What follows belongs to an exercise in optimizing a design on an open flow for small area, a short achievable clock period and few clock cycles per item; a production flow would make more cautious choices.
For this run, only the layout was checked, not whether the RTL still works.
Power and IR drop assume default switching activity.

[flow/flow/run.sh]
#!/bin/bash
set -euo pipefail
export BUFFER_PORTS_ARGS="-buffer_cell sky130_fd_sc_hd__buf_4"
bash standard.sh > standard.log 2>&1
[flow/standard.sh]
#!/bin/bash
# synth_recipe.tcl (not shown) runs the flow's synth.tcl, then flattens the netlist and writes it again
# the make line also repeats each setting of config.mk as NAME=value (left out here)
make -C /OpenROAD-flow-scripts/flow DESIGN_CONFIG=/design/flow/config.mk WORK_HOME=/design/flow/orfs CLKGATE_MAP_FILE= SYNTH_SCRIPT=/design/flow/synth_recipe.tcl "${@:-finish}"
[flow/config.mk]
export PLATFORM = sky130hd
export DESIGN_NAME = tau_top
export DESIGN_NICKNAME = tau_top
export VERILOG_FILES = /design/flow/design.v
export SDC_FILE = /design/flow/constraint.sdc
export NUM_CORES = 4
export LEC_CHECK = 0
export CAP_MARGIN = 60
export CORE_MARGIN = 2
export CORE_UTILIZATION = 40
export SLEW_MARGIN = 20
[flow/constraint.sdc]
create_clock -name core_clock -period 12.0 [get_ports {i_clk}]
set_input_delay 2.4000 -clock core_clock [delete_from_list [all_inputs] [get_ports {i_clk}]]
set_output_delay 2.4000 -clock core_clock [all_outputs]
set_load 0.01 [all_outputs]
[flow/design.v]
module tau_top (
	input  logic        i_clk,
	input  logic        i_rst_n,
	input  logic        i_wb_cyc,
	input  logic        i_wb_stb,
	input  logic        i_wb_we,
	input  logic [3:0]  i_wb_adr,
	input  logic [31:0] i_wb_dat,
	output logic        o_wb_ack,
	output logic [31:0] o_wb_dat,
	input  logic        i_req_rdy,
	input  logic [69:0] i_req,
	output logic        o_req_ack,
	output logic        o_addr_rdy,
	output logic [18:0] o_addr,
	input  logic        i_addr_ack
);
	function automatic logic [31:0] csa(input logic [15:0] a, input logic [15:0] b, input logic [15:0] c);
		logic [15:0] s;
		logic [15:0] y;
		s = a ^ b ^ c;
		y = (a & b) | (a & c) | (b & c);
		csa = {y[14:0], 1'b0, s};
	endfunction
	logic [3:0][15:0] base0;
	logic [3:0][15:0] base1;
	logic [3:0][15:0] pitch;
	logic [3:0][13:0] bstr;
	logic [3:0][13:0] astr;
	logic        wb_hit;
	logic        ack_r;
	logic        wq_v;
	logic [3:0]  wq_adr;
	logic [31:0] wq_dat;
	logic [31:0] wdat;
	logic [31:0] rd_word;
	logic [31:0] rd_dat_r;
	assign wb_hit = i_wb_cyc && i_wb_stb && !ack_r;
	always_ff @(posedge i_clk) begin
		wq_v   <= i_rst_n && wb_hit && i_wb_we;
		wq_adr <= i_wb_adr;
		wq_dat <= i_wb_dat;
	end
	assign wdat   = wq_dat & {32{i_rst_n}};
	for (genvar e = 0; e < 4; e++) begin : g_tab
		logic [3:0] wen;
		for (genvar w = 0; w < 4; w++) begin : g_w
			assign wen[w] = !i_rst_n || (wq_v && wq_adr == 4'(e * 4 + w));
		end
		always_ff @(posedge i_clk) begin
			if (wen[0]) begin
				base0[e] <= wdat[15:0];
				base1[e] <= wdat[31:16];
			end
			if (wen[1]) pitch[e] <= wdat[15:0];
			if (wen[2]) bstr[e]  <= wdat[13:0];
			if (wen[3]) astr[e]  <= wdat[13:0];
		end
	end
	always_comb begin
		case (i_wb_adr[1:0])
			2'd0:    rd_word = {base1[i_wb_adr[3:2]], base0[i_wb_adr[3:2]]};
			2'd1:    rd_word = {16'd0, pitch[i_wb_adr[3:2]]};
			2'd2:    rd_word = {18'd0, bstr[i_wb_adr[3:2]]};
			default: rd_word = {18'd0, astr[i_wb_adr[3:2]]};
		endcase
	end
	always_ff @(posedge i_clk) begin
		if (!i_rst_n) ack_r <= 1'b0;
		else          ack_r <= wb_hit;
	end
	always_ff @(posedge i_clk) rd_dat_r <= rd_word;
	assign o_wb_ack = ack_r;
	assign o_wb_dat = rd_dat_r;
	logic        adv;        
	logic        kv;         
	logic        ov;         
	logic        o_free;
	logic        rv;
	logic [63:0] r_ofs;      
	logic [1:0]  r_id;
	logic [1:0]  r_last_id;
	logic        r_last;
	logic        free;       
	logic [1:0]  beg;
	logic [1:0]  lst;
	logic [1:0]  nxt_id;
	logic        rv_n;
	logic        kv_n;
	logic        r_last_n;
	logic        s3_v;
	assign beg    = i_req[4:3];
	assign lst    = 2'(i_req[2:0] - 3'd1);
	assign nxt_id = r_id + 2'd1;
	assign adv    = !kv;
	assign rv_n     = i_rst_n && (free ? i_req_rdy : rv);
	assign kv_n     = i_rst_n && !o_free && (kv || (adv && s3_v));
	assign r_last_n = free ? (beg == lst) : (adv ? (nxt_id == r_last_id) : r_last);
	always_ff @(posedge i_clk) begin
		rv     <= rv_n;
		kv     <= kv_n;
		r_last <= r_last_n;
		free   <= !rv_n || (!kv_n && r_last_n);
	end
	assign o_req_ack = free;
	always_ff @(posedge i_clk) begin
		if (free) begin
			r_ofs     <= i_req[69:6];
			r_last_id <= lst;
			r_id      <= beg;
		end else if (adv) begin
			r_id      <= nxt_id;
		end
	end
	logic [27:0]            lanes;
	logic [3:0][15:0]       sh_n;
	logic [3:0][1:0][4:0]   sel_n;
	assign lanes = {bstr[r_id], astr[r_id]};
	always_comb begin
		logic [6:0] l;
		logic       dm;
		for (int k = 0; k < 4; k++) begin
			l = lanes[7*k +: 7];
			sh_n[k] = r_ofs[16*k +: 16] << l[2:0];
			for (int d = 0; d < 2; d++) begin
				dm = l[6] == 1'(d);
				sel_n[k][d][0] = dm && l[3];
				sel_n[k][d][1] = dm && l[4] && !l[3];
				sel_n[k][d][2] = dm && l[4];
				sel_n[k][d][3] = dm && (l[5] ^ l[4]);
				sel_n[k][d][4] = dm && l[5] && l[4];
			end
		end
	end
	logic                   sh_v;
	logic [1:0]             sh_id;
	logic [3:0][15:0]       sh_a;
	logic [3:0][1:0][4:0]   sh_sel;
	logic [3:0][1:0][4:0]   sh_seln;   
	always_ff @(posedge i_clk) begin
		if (!i_rst_n) sh_v <= 1'b0;
		else if (adv) sh_v <= rv;
	end
	always_ff @(posedge i_clk) begin
		if (adv) begin
			sh_id  <= r_id;
			sh_a   <= sh_n;
			sh_sel <= sel_n;
			sh_seln <= ~sel_n;
		end
	end
	logic [1:0][7:0][15:0]  d_l0;
	logic [1:0][5:0][15:0]  d_l1;
	logic [1:0][3:0][15:0]  d_l2;
	logic [1:0][2:0][15:0]  d_l3;
	logic [1:0][1:0][15:0]  d_l4;
	always_comb begin
		logic [15:0] a;
		logic [4:0]  s;
		logic [4:0]  t;
		logic [15:0] r0;
		logic [15:0] r1;
		for (int d = 0; d < 2; d++) begin
			for (int k = 0; k < 4; k++) begin
				a = sh_a[k];
				s = sh_sel[k][d];
				t = ~sh_seln[k][d];
				r0 = (({16{s[0]}} & a) | ({16{s[1]}} & {a[14:0], 1'b0})) ^ {16{s[2]}};
				r1 = (({16{t[0]}} & a) | ({16{t[1]}} & {a[14:0], 1'b0})) ^ {16{t[2]}};
				d_l0[d][k] = {r1[15:8], r0[7:0]};
				r0 = ({16{s[3]}} & {a[13:0], 2'b0}) | ({16{s[4]}} & {a[12:0], 3'b0}) | {15'd0, s[2]};
				r1 = ({16{t[3]}} & {a[13:0], 2'b0}) | ({16{t[4]}} & {a[12:0], 3'b0});
				d_l0[d][4 + k] = {r1[15:8], r0[7:0]};
			end
		end
		for (int d = 0; d < 2; d++) begin
			for (int g = 0; g < 2; g++) {d_l1[d][2*g+1], d_l1[d][2*g]} = csa(d_l0[d][3*g], d_l0[d][3*g+1], d_l0[d][3*g+2]);
			d_l1[d][4] = d_l0[d][6];
			d_l1[d][5] = d_l0[d][7];
			for (int g = 0; g < 2; g++) {d_l2[d][2*g+1], d_l2[d][2*g]} = csa(d_l1[d][3*g], d_l1[d][3*g+1], d_l1[d][3*g+2]);
			{d_l3[d][1], d_l3[d][0]} = csa(d_l2[d][0], d_l2[d][1], d_l2[d][2]);
			d_l3[d][2] = d_l2[d][3];
			{d_l4[d][1], d_l4[d][0]} = csa(d_l3[d][0], d_l3[d][1], d_l3[d][2]);
		end
	end
	logic                   s1_v;
	logic [1:0]             s1_id;
	logic [1:0][1:0][15:0]  s1_m;    
	logic [1:0][15:0]       s1_base;
	always_ff @(posedge i_clk) begin
		if (!i_rst_n) s1_v <= 1'b0;
		else if (adv) s1_v <= sh_v;
	end
	always_ff @(posedge i_clk) begin
		if (adv) begin
			s1_id <= sh_id;
			s1_m  <= d_l4;
			s1_base <= {base1[sh_id], base0[sh_id]};
		end
	end
	logic [15:0]       pit;
	logic [7:0][2:0]   pb_n;     
	logic [1:0][1:0][15:0] m_cs;
	assign m_cs[0] = csa(s1_m[0][0], s1_m[0][1], s1_base[0]);
	assign m_cs[1] = csa(s1_m[1][0], s1_m[1][1], s1_base[1]);
	assign pit = pitch[s1_id];
	always_comb begin
		logic [2:0] t;
		for (int i = 0; i < 8; i++) begin
			t = {pit[2*i + 1], pit[2*i], (i == 0) ? 1'b0 : pit[2*i - 1]};
			pb_n[i][0] = t[1] ^ t[0];
			pb_n[i][1] = (t[2] && !t[1] && !t[0]) || (!t[2] && t[1] && t[0]);
			pb_n[i][2] = t[2];
		end
	end
	logic              s2_v;
	logic [1:0]        s2_id;
	logic [15:0]       s2_m1;
	logic [15:0]       s2_m0;
	logic [7:0][2:0]   s2_pb;
	logic [7:0][2:0]   s2_pbn;   
	always_ff @(posedge i_clk) begin
		if (!i_rst_n) s2_v <= 1'b0;
		else if (adv) s2_v <= s1_v;
	end
	always_ff @(posedge i_clk) begin
		if (adv) begin
			s2_id <= s1_id;
			s2_m1 <= m_cs[1][0] + m_cs[1][1];
			s2_m0 <= m_cs[0][0] + m_cs[0][1];
			s2_pb <= pb_n;
			s2_pbn <= ~pb_n;
		end
	end
	logic [8:0][15:0]  p_l0;
	logic [5:0][15:0]  p_l1;
	logic [3:0][15:0]  p_l2;
	logic [2:0][15:0]  p_l3;
	logic [1:0][15:0]  p_l4;
	always_comb begin
		logic [15:0] row;
		logic [15:0] rowh;
		logic [2:0]  u;
		for (int i = 0; i < 8; i++) begin
			u    = ~s2_pbn[i];
			row  = (({16{s2_pb[i][0]}} & s2_m1) | ({16{s2_pb[i][1]}} & {s2_m1[14:0], 1'b0})) ^ {16{s2_pb[i][2]}};
			rowh = (({16{u[0]}} & s2_m1) | ({16{u[1]}} & {s2_m1[14:0], 1'b0})) ^ {16{u[2]}};
			row  = (row & (16'hFFFF >> (8 + i))) | (rowh & ~(16'hFFFF >> (8 + i)));
			p_l0[i] = row << (2 * i);
			if (i > 0) p_l0[i][2*i - 2] = s2_pb[i - 1][2];
		end
		p_l0[8] = {1'b0, s2_pb[7][2], 14'd0};
		for (int g = 0; g < 3; g++) {p_l1[2*g+1], p_l1[2*g]} = csa(p_l0[3*g], p_l0[3*g+1], p_l0[3*g+2]);
		for (int g = 0; g < 2; g++) {p_l2[2*g+1], p_l2[2*g]} = csa(p_l1[3*g], p_l1[3*g+1], p_l1[3*g+2]);
		{p_l3[1], p_l3[0]} = csa(p_l2[0], p_l2[1], p_l2[2]);
		p_l3[2] = p_l2[3];
		{p_l4[1], p_l4[0]} = csa(p_l3[0], p_l3[1], p_l3[2]);
	end
	logic [1:0]        s3_id;
	logic [15:0]       s3_m0;
	logic [1:0][15:0]  s3_r;
	always_ff @(posedge i_clk) begin
		if (!i_rst_n) s3_v <= 1'b0;
		else if (adv) s3_v <= s2_v;
	end
	always_ff @(posedge i_clk) begin
		if (adv) begin
			s3_id <= s2_id;
			s3_m0 <= s2_m0;
			s3_r  <= p_l4;
		end
	end
	logic [1:0][15:0] q;
	logic [17:0]      item;
	logic [17:0]      o_r;
	logic [17:0]      k_r;
	assign q      = csa(s3_r[0], s3_r[1], s3_m0);
	assign item   = {q[0] + q[1], s3_id};
	assign o_free = !ov || i_addr_ack;
	always_ff @(posedge i_clk) begin
		if (!i_rst_n)    ov <= 1'b0;
		else if (o_free) ov <= kv || (adv && s3_v);
	end
	always_ff @(posedge i_clk) begin
		if (o_free) o_r <= kv ? k_r : item;
		if (adv)    k_r <= item;
	end
	assign o_addr_rdy = ov;
	assign o_addr     = {o_r[17:2], 1'b0, o_r[1:0]};
endmodule
==> results.txt <==
-- Yosys cell counts, drive strengths merged (6+ instances only) --
cell type,n
a22o,20
nor2,38
xor2,68
or3,7
a21o,13
nand2b,36
inv,373
buf,61
o21ai,51
xnor2,218
o21a,11
o31ai,11
nor3,20
nand2,95
edfxtp,756
fa,240
mux2i,98
nand3,10
o22ai,142
a22oi,133
clkbuf,106
mux4,164
nor2b,40
or2,6
mux2,47
dfxtp,97
a21oi,38
ha,85
a211oi,20
and2,40
-- cells by family (layout without fill, tap and decap cells) --
logic type,count (synthesis),in the layout,share of synthesized area [%]
mux,309,309,11.6
fa+ha+maj,325,325,13.0
xor+xnor,287,287,5.58
buf+inv,541,773,4.91
flops,853,853,54.4
simple gates,310,310,3.54
other cells,1,1,0.00828
compound gates,470,470,7.03
-- worst reg2reg max path: cells and delay by family, from the launching register on --
family	cells	cell delay, ns
AO/OA/AOI/OAI	1	0.18
XOR/XNOR	6	1.12
adder cells (fa/ha/maj)	3	1.44
buffers and inverters	2	0.24
flip-flops	1	0.60
-- state kept, by name, indices dropped and copies added (netlist names), 40 cells and up --
signal	flops
s1_m	60
sh_sel	40
astr	56
pitch	64
base1	64
sh_a	64
bstr	56
sh_seln	40
r_ofs	64
base0	64
-- through the flow --
step	hold WS [ns]	cell area, µm²	total power, W	util [%]
after CTS	0.417	51700	0.0167	46.0
final	0.416	51700	0.0165	46.0
after detailed placement	0.405	48300	0.0135	43.0
after floorplan	0.400	45300	0.0108	-
after global routing	0.424	51700	0.0179	46.0
after global placement	0.403	48000	0.0134	42.7
-- metal layers --
| metal | global-route usage, % | vias up | wire, µm |
|---|---|---|---|
| li1 | - | 11600 | - |
| met1 | 26.4 | 12900 | 46600 |
| met2 | 31.2 | 976 | 52600 |
| met3 | 3.59 | 180 | 8020 |
| met4 | 7.42 | 0 | 4170 |
| met5 | 0 | - | 0 |
-- cells in the final DEF (no fill, tap or decap), types with 97 or more instances in the layout --
cell type	count
inv_1	373
clkbuf_16	97
a22oi_1	133
o22ai_1	142
buf_4	198
fa_1	240
mux2i_1	98
xnor2_1	218
edfxtp_1	756
mux4_2	156
-- worst paths after layout --
kind | from | to | slack, ns | cells after the start
max | i_wb_adr[2] | rd_dat_r[8] | 7.88 | 5
min reg2reg | s2_m0[0] | s3_m0[0] | 0.42 | 0
max reg2reg | s2_m1[3] | s3_r[15] | 8.17 | 12
min | s2_m0[0] | s3_m0[0] | 0.42 | 0
-- power by group --
group | switching [W] | internal, W | leakage, nW | total, W
registers | 0.000600 | 0.00460 | 8.57 | 0.00520
logic | 0.00453 | 0.00366 | 9.75 | 0.00819
clock network | 0.00125 | 0.00184 | 1.62 | 0.00309
-- layout make-up --
class                           count  area [µm²]
Clock inverter                     64         835
Tap cell                         1500        1880
Clock buffer                      115        2510
Inverter                          374        1410
Sequential cell                   853       24600
Multi-Input combinational cell   1702       18500
Fill cell                        9892       60700
Timing Repair Buffer              220        1870
==> reports/qor.yml <==
floorplan:
  io_pins: 167
  die_x_um: 340
  num_rows: 123
  die_y_um: 340
  core_mm2: 0.112
  initial_core_util_pct: 40.3
  die_area_mm2: 0.116
layout:
  antennaDiodeCount: 0
  drive_gt1_share_pct: 18.3
  finish.net_count: 3684
  fin_cells: 4828
  syn2layout_area_growth_pct: 14.1
sta:
  final_max_slew_viol_count: 0
  setup_ws_ns: 7.88
  max_freq_ghz: 0.243
  tns_ns: 0
  tightest_slew_ns: 0.929
  max_slew_margin_pct: 38.1
  layout_min_cycle_time_ns: 4.12
  finalClockSkew_ns: 0.0434
  finalSetupViolCount: 0
  finalCritPeriodShare_pct: 34.4
  final_hold_viol_count: 0
  rsz0062_at_grt: "false"
logic_synthesis:
  synth_edf_count: 756
  synth-seq-area-share_pct: 54.4
  yosysUniqueCellTypes: 66
  ys_seq_elements: 853
  synthTopCellsByArea: "edfxtp_1, fa_1, mux4_2"
  ys_async_sr_fraction_pct: 0
  yosysTopAreaCell: "edfxtp_1"
  syn_area_mm2: 0.0453
  synth_top_area_share_pct: 50.1
  synthesis.nets: 3534
  synth.avg_cell_area_um2: 14.6
  synth_cells: 3096
  synthFlopType: "edfxtp_1"
  ys.warnings.count: 1
clock_tree:
  clock_path_buffers: 3
  ctsRootBufferMaster: "clkbuf_16"
  clk_latency_ns: 0.70
  cts_setup_buffers: 0
  cts.sinks: 853
  cts_buffers: 95
  htreeDepth: 3
  ctsResizeCount: 0
  clkTransAtPathRegs_ns: 0.06
  cts_tree: "built"
  cts-hold-fix-buffers: 0
drt:
  num_vias: 25700
  wl_um: 111000
  drt-pass1-iter-count: 7
  drcViolationCount: 0
  ant_nets: 0
  first_iter_violations: 2333
  wire_per_inst_um: 23.1
  vias_per_cell: 5.32
global_route:
  gr-total-overflow: 0
  grt_pass1_vias: 26500
  antenna_found_initial: 7
  grt_usage_pct: 19.5
  grt_pass1_wl_um: 167000
  grt_max_degree: 158
flow_run:
  max-cap-violations: 0
outcome:
  outcome: "finished clean"
power:
  power_density_mw_per_mm2: 319
  p_leak_nw: 19.9
  irDropWorstVdd_v: 0.000226
worst_setup_path:
  crit_type: "in2reg"
  slowest_delay_ns: 0.56
  crit_chain: "buf_4, buf_4, buf_16, mux4_2, mux4_2"
  cp-end-kind: "flip-flop"
  crit_slowest_cell: "buf_4"
  path_delay_family: "buffers and inverters"
  worst-path-buf-inv: 3
  cp_max_fo: 29
  required_ns: 12.57
  arrival_ns: 4.69
  start_kind: "primary input"
place:
  hpwl_um: 81800
  dp_slack_ns: 7.12
  portBuffers: 163
  dp_cells: 4647
  place_congestion: 0.931
hold_path:
  hold_class: "reg2reg"

-- separate check: timing with driven ports --
The flow's constraints put no driver on any port. The routed layout listed below was extracted and timed again, unchanged, in two steps.
Step 1 (the two cells are an assumption about what drives the block):
set clk [get_ports {i_clk}]
set_driving_cell -lib_cell sky130_fd_sc_hd__clkbuf_16 $clk
set_driving_cell -lib_cell sky130_fd_sc_hd__buf_2 [delete_from_list [all_inputs] $clk]
Step 2 adds t to the input delays and takes it off the output delays; t is the mean of the earliest and latest rising clock arrival at the registers after step 1. Input paths then give back, and output paths get back, about the clock's delay inside the block.
Slacks: no drivers / after step 1 / after step 2; pairs: no drivers / after step 1.
t (ns): 0.740
slack for setup (ns): 7.878 / 7.917 / 7.178
hold slack, ns: 0.416 / 0.416 / 0.416
worst data-port slew with drivers (ns): 0.07
After both steps this run still meets setup and hold. The setup slack of this run moves by +0.039 ns with the drivers and by -0.700 ns with both steps.
